From an optimization exercise on the open Yosys and OpenROAD flow, aimed at a short achievable clock period and few clock cycles; shortcuts taken in it are not production practice.
RTL that was checked went through simulation tests only; none was proved equivalent to the original.
Power and IR drop assume default switching activity.

Setup of oak:
## riscvSingle
module riscvSingle #(
    parameter logic [31:0] resetPc = 32'h0000_0000
) (
    input  wire logic        clk,
    input  wire logic        arstN,
    output logic [31:0]      pc,
    input  wire logic [31:0] instr,
    output logic [31:0]      memAddr,
    output logic [31:0]      memWriteData,
    output logic             memWrite,
    input  wire logic [31:0] memReadData
);
    dataPath #(
        .resetPc (resetPc)
    ) dPath (
        .clk          (clk),
        .arstN        (arstN),
        .instr        (instr),
        .readData     (memReadData),
        .pc           (pc),
        .memAddr      (memAddr),
        .memWriteData (memWriteData),
        .memWrite     (memWrite)
    );
endmodule
==> module dataPath, before the edit <==
module dataPath #(
    parameter logic [31:0] resetPc = 32'h0000_0000
) (
    input  wire logic        clk,
    input  wire logic        arstN,
    input  wire logic [31:0] instr,
    input  wire logic [31:0] readData,
    output logic [31:0]      pc,
    output logic [31:0]      memAddr,
    output logic [31:0]      memWriteData,
    output logic             memWrite
);
    logic [31:0] pcF;
    logic [31:0] irD;
    logic [31:0] pcD;
    logic        validD;
    logic        predD;
    logic [31:0] predIrD;
    logic        validE;
    logic [31:0] aE;
    logic [31:0] bE;
    logic        cinE;
    logic        selAddE;
    logic        selAndE;
    logic        selOrE;
    logic        selSltE;
    logic        loadE;
    logic        storeE;
    logic        wrE;
    logic [4:0]  rdE;
    logic        brE;
    logic [31:0] tgtE;
    logic [31:0] stDataE;
    logic [31:0] resM;
    logic [31:0] stDataM;
    logic        storeM;
    logic        loadM;
    logic        wrM;
    logic [4:0]  rdM;
    logic        isLoad, isStore, isRType, isIType, isBranch, isJal;
    logic        selAdd, selAnd, selOr, selSlt, invB;
    logic [4:0]  rs1, rs2, rd;
    logic [31:0] immI, immS, immB, immJ, immD, tgtD, linkD;
    logic        useRs1, useRs2, sameRs;
    logic        stall, redirD, redirE, flushD;
    logic [31:0] rv1, rv2, fw1, fw2, aluRes, wbM;
    logic        fwE1, fwE2, fwM1, fwM2;
    assign rs1 = irD[19:15];
    assign rs2 = irD[24:20];
    assign rd  = irD[11:7];
    mainDeco mDeco (
        .op       (irD[6:0]),
        .isLoad   (isLoad),
        .isStore  (isStore),
        .isRType  (isRType),
        .isIType  (isIType),
        .isBranch (isBranch),
        .isJal    (isJal)
    );
    aluDeco aDeco (
        .isRType  (isRType),
        .isIType  (isIType),
        .funct3   (irD[14:12]),
        .funct7b5 (irD[30]),
        .selAdd   (selAdd),
        .selAnd   (selAnd),
        .selOr    (selOr),
        .selSlt   (selSlt),
        .invB     (invB)
    );
    assign immI = {{20{irD[31]}}, irD[31:20]};
    assign immS = {{20{irD[31]}}, irD[31:25], irD[11:7]};
    assign immB = {{20{irD[31]}}, irD[7], irD[30:25], irD[11:8], 1'b0};
    assign immJ = {{12{irD[31]}}, irD[19:12], irD[20], irD[30:21], 1'b0};
    assign immD = isStore ? immS : immI;
    assign tgtD  = pcD + (isJal ? immJ : immB);
    assign linkD = pcD + 32'd4;
    assign useRs1 = ~isJal & ~(isBranch & sameRs);
    assign useRs2 = isRType | isStore | (isBranch & ~sameRs);
    assign sameRs = (rs1 == rs2);
    regFile regs (
        .clk (clk),
        .we  (wrM),
        .ra1 (rs1),
        .ra2 (rs2),
        .wa  (rdM),
        .wd  (wbM),
        .rd1 (rv1),
        .rd2 (rv2)
    );
    assign fwE1 = validE & wrE & (rdE == rs1);
    assign fwE2 = validE & wrE & (rdE == rs2);
    assign fwM1 = wrM & (rdM == rs1);
    assign fwM2 = wrM & (rdM == rs2);
    assign wbM = loadM ? readData : resM;
    assign fw1 = fwE1 ? aluRes : (fwM1 ? wbM : rv1);
    assign fw2 = fwE2 ? aluRes : (fwM2 ? wbM : rv2);
    assign stall = validD & validE & loadE & wrE &
                   ((useRs1 & (rdE == rs1)) | (useRs2 & (rdE == rs2)));
    logic [31:0] sum;
    logic        lt, eq;
    assign sum    = aE + bE + {31'd0, cinE};
    assign lt     = (aE[31] == bE[31]) ? aE[31] : sum[31];
    assign aluRes = ({32{selAddE}} & sum) |
                    ({32{selAndE}} & (aE & bE)) |
                    ({32{selOrE}}  & (aE | bE)) |
                    {31'd0, selSltE & lt};
    assign eq     = (aE == bE);
    assign redirE = validE & brE & eq;
    assign flushD = redirE;
    localparam int BtbBits = 4;
    localparam int BtbN    = 1 << BtbBits;
    logic [31:0]           btbTgt  [0:BtbN-1];
    logic [31:0]           btbIr   [0:BtbN-1];
    logic [31:BtbBits+2]   btbTag  [0:BtbN-1];
    logic [BtbN-1:0]       btbValid;
    logic [BtbBits-1:0]    idxF, idxD;
    logic                  hitF, uncondD, predOk, btbWr;
    assign idxF = pcF[BtbBits+1:2];
    assign idxD = pcD[BtbBits+1:2];
    assign hitF = btbValid[idxF] & (btbTag[idxF] == pcF[31:BtbBits+2]);
    assign uncondD = isJal | (isBranch & sameRs);
    assign predOk  = predD & (irD == predIrD);
    assign redirD  = validD & ~stall & (predD ? ~predOk : uncondD);
    assign btbWr   = validD & ~flushD & uncondD & ~predOk;
    always_ff @(posedge clk or negedge arstN)
    begin
        if (!arstN)
        begin
            btbValid <= '0;
        end
        else if (validD & ~flushD & predD & ~predOk & ~uncondD)
        begin
            btbValid[idxD] <= 1'b0;
        end
        else if (btbWr)
        begin
            btbValid[idxD] <= 1'b1;
        end
    end
    always_ff @(posedge clk)
    begin
        if (btbWr)
        begin
            btbTgt[idxD] <= tgtD;
            btbIr[idxD]  <= irD;
            btbTag[idxD] <= pcD[31:BtbBits+2];
        end
    end
    always_ff @(posedge clk or negedge arstN)
    begin
        if (!arstN)
        begin
            pcF <= resetPc;
        end
        else if (redirE)
        begin
            pcF <= tgtE;
        end
        else if (redirD)
        begin
            pcF <= uncondD ? tgtD : linkD;
        end
        else if (!stall)
        begin
            pcF <= hitF ? btbTgt[idxF] : pcF + 32'd4;
        end
    end
    assign pc = pcF;
    always_ff @(posedge clk or negedge arstN)
    begin
        if (!arstN)
        begin
            validD <= 1'b0;
        end
        else if (redirE || redirD)
        begin
            validD <= 1'b0;
        end
        else if (!stall)
        begin
            validD <= 1'b1;
        end
    end
    always_ff @(posedge clk)
    begin
        if (!stall)
        begin
            irD     <= instr;
            pcD     <= pcF;
            predD   <= hitF;
            predIrD <= btbIr[idxF];
        end
    end
    always_ff @(posedge clk or negedge arstN)
    begin
        if (!arstN)
        begin
            validE <= 1'b0;
        end
        else
        begin
            validE <= validD & ~stall & ~flushD;
        end
    end
    always_ff @(posedge clk)
    begin
        aE      <= isJal ? linkD : fw1;
        bE      <= isJal ? 32'd0 : ((isRType | isBranch) ? fw2 : immD) ^ {32{invB}};
        cinE    <= invB;
        selAddE <= selAdd;
        selAndE <= selAnd;
        selOrE  <= selOr;
        selSltE <= selSlt;
        loadE   <= isLoad;
        storeE  <= isStore;
        wrE     <= (isLoad | isRType | isIType | isJal) & (rd != 5'd0);
        rdE     <= rd;
        brE     <= isBranch & ~sameRs;
        tgtE    <= tgtD;
        stDataE <= fw2;
    end
    always_ff @(posedge clk or negedge arstN)
    begin
        if (!arstN)
        begin
            storeM <= 1'b0;
            wrM    <= 1'b0;
        end
        else
        begin
            storeM <= validE & storeE;
            wrM    <= validE & wrE;
        end
    end
    always_ff @(posedge clk)
    begin
        resM    <= aluRes;
        stDataM <= stDataE;
        loadM   <= loadE;
        rdM     <= rdE;
    end
    assign memAddr      = resM;
    assign memWriteData = stDataM;
    assign memWrite     = storeM;
endmodule
make LEC_CHECK=0 ABC_CLOCK_PERIOD_IN_PS=2500 CAP_MARGIN=20 CORE_MARGIN=2 CORE_UTILIZATION=50 SETUP_SLACK_MARGIN=5 SLEW_MARGIN=20 finish   # period 8.3 ns
run.sh (not shown) runs the stock make flow with config.mk's settings and CLKGATE_MAP_FILE= SYNTH_SCRIPT=/design/flow/synth_recipe.tcl, a recipe that flattens the netlist after the stock synthesis.
No stage failed in oak, and the final checks on the layout all came back clean.
Testbench counts of oak, summed over its fixed seeds: cycles 44,861.
Here is what was changed in the inputs of cedar compared with oak.
-- flow/design.v --
<<< oak, line 103
    logic [31:0] pcD;
    logic        validD;
    logic        predD;
    logic [31:0] predIrD;
    logic        validE;
    logic [31:0] aE;
>>> cedar, line 103
    logic [31:0] pcD;
    logic        validD;
    logic        validE;
    logic [31:0] aE;
<<< oak, line 164
    assign tgtD  = pcD + (isJal ? immJ : immB);
    assign linkD = pcD + 32'd4;
    assign useRs1 = ~isJal & ~(isBranch & sameRs);
    assign useRs2 = isRType | isStore | (isBranch & ~sameRs);
    assign sameRs = (rs1 == rs2);
    regFile regs (
>>> cedar, line 162
    assign tgtD  = pcD + (isJal ? immJ : immB);
    assign linkD = pcD + 32'd4;
    assign useRs1 = ~isJal;
    assign useRs2 = isRType | isStore | isBranch;
    assign sameRs = (rs1 == rs2);
    regFile regs (
<<< oak, line 196
    assign eq     = (aE == bE);
    assign redirE = validE & brE & eq;
    assign flushD = redirE;
    localparam int BtbBits = 4;
    localparam int BtbN    = 1 << BtbBits;
    logic [31:0]           btbTgt  [0:BtbN-1];
    logic [31:0]           btbIr   [0:BtbN-1];
    logic [31:BtbBits+2]   btbTag  [0:BtbN-1];
    logic [BtbN-1:0]       btbValid;
    logic [BtbBits-1:0]    idxF, idxD;
    logic                  hitF, uncondD, predOk, btbWr;
    assign idxF = pcF[BtbBits+1:2];
    assign idxD = pcD[BtbBits+1:2];
    assign hitF = btbValid[idxF] & (btbTag[idxF] == pcF[31:BtbBits+2]);
    assign uncondD = isJal | (isBranch & sameRs);
    assign predOk  = predD & (irD == predIrD);
    assign redirD  = validD & ~stall & (predD ? ~predOk : uncondD);
    assign btbWr   = validD & ~flushD & uncondD & ~predOk;
    always_ff @(posedge clk or negedge arstN)
    begin
        if (!arstN)
        begin
            btbValid <= '0;
        end
        else if (validD & ~flushD & predD & ~predOk & ~uncondD)
        begin
            btbValid[idxD] <= 1'b0;
        end
        else if (btbWr)
        begin
            btbValid[idxD] <= 1'b1;
        end
    end
    always_ff @(posedge clk)
    begin
        if (btbWr)
        begin
            btbTgt[idxD] <= tgtD;
            btbIr[idxD]  <= irD;
            btbTag[idxD] <= pcD[31:BtbBits+2];
        end
    end
    always_ff @(posedge clk or negedge arstN)
    begin
>>> cedar, line 194
    assign eq     = (aE == bE);
    assign redirE = validE & brE & eq;
    assign redirD = validD & (isJal | (isBranch & sameRs));
    assign flushD = redirE;
    always_ff @(posedge clk or negedge arstN)
    begin
<<< oak, line 248
        else if (redirD)
        begin
            pcF <= uncondD ? tgtD : linkD;
        end
        else if (!stall)
        begin
            pcF <= hitF ? btbTgt[idxF] : pcF + 32'd4;
        end
    end
>>> cedar, line 208
        else if (redirD)
        begin
            pcF <= tgtD;
        end
        else if (!stall)
        begin
            pcF <= pcF + 32'd4;
        end
    end
<<< oak, line 275
        if (!stall)
        begin
            irD     <= instr;
            pcD     <= pcF;
            predD   <= hitF;
            predIrD <= btbIr[idxF];
        end
    end
>>> cedar, line 235
        if (!stall)
        begin
            irD <= instr;
            pcD <= pcF;
        end
    end
Results
cedar reached the final stage; the timing, DRC and antenna checks on its layout passed. Worst reg-to-reg setup slack: cedar vs oak up 450 ps. cedar against oak; via count is down by more than a quarter. Synthesized area (oak / cedar): 1.9. oak has higher ratio of cells with drive above 1 in the final layout than cedar. The sequential share of cell area reported for cedar is smaller than that of oak by 5.8 points. In the metrics for cedar and oak, the one carrying the lower post-layout minimum cycle time is cedar. Required arrival time at the worst endpoint ends up higher on oak. For number of buffers created by CTS, dividing the value from oak by the value from cedar gives 2.2. cedar improves on oak in worst-case setup margin in the final layout. Clock power (cedar vs. oak) decreases by more than half. Combinational power: cedar vs oak down about 64%.
Only the layout flow was run in cedar; the RTL was not checked for function there.

-- port drivers added, routing unchanged --
Ports are ideal in the flow. The routed layouts listed here were re-timed in OpenROAD.
Step 1, drivers: a clkbuf_16 drives clk and a buf_2 each remaining input, both assumed.
Step 2 also shifts input and output timing later by t, the mid clock arrival at the registers, as if the neighbouring blocks saw the same clock.
Slacks: ideal ports / drivers / drivers and shift; pairs: ideal ports / drivers.
| run | t (ns) | setup WS [ns] | hold WS [ns] | pins driven straight from the clock port |
|---|---|---|---|---|
| oak | 1.013 | 4.463 / 4.463 / 4.040 | 0.325 / 0.325 / 0.325 | 1 |
| cedar | 0.859 | 4.916 / 4.916 / 4.121 | 0.324 / 0.324 / 0.324 | 1 |
After both steps setup and hold are still met in every run listed. For cedar, which loses most, drivers alone change the setup slack by 0.000 ns; drivers and shift together by -0.795 ns.
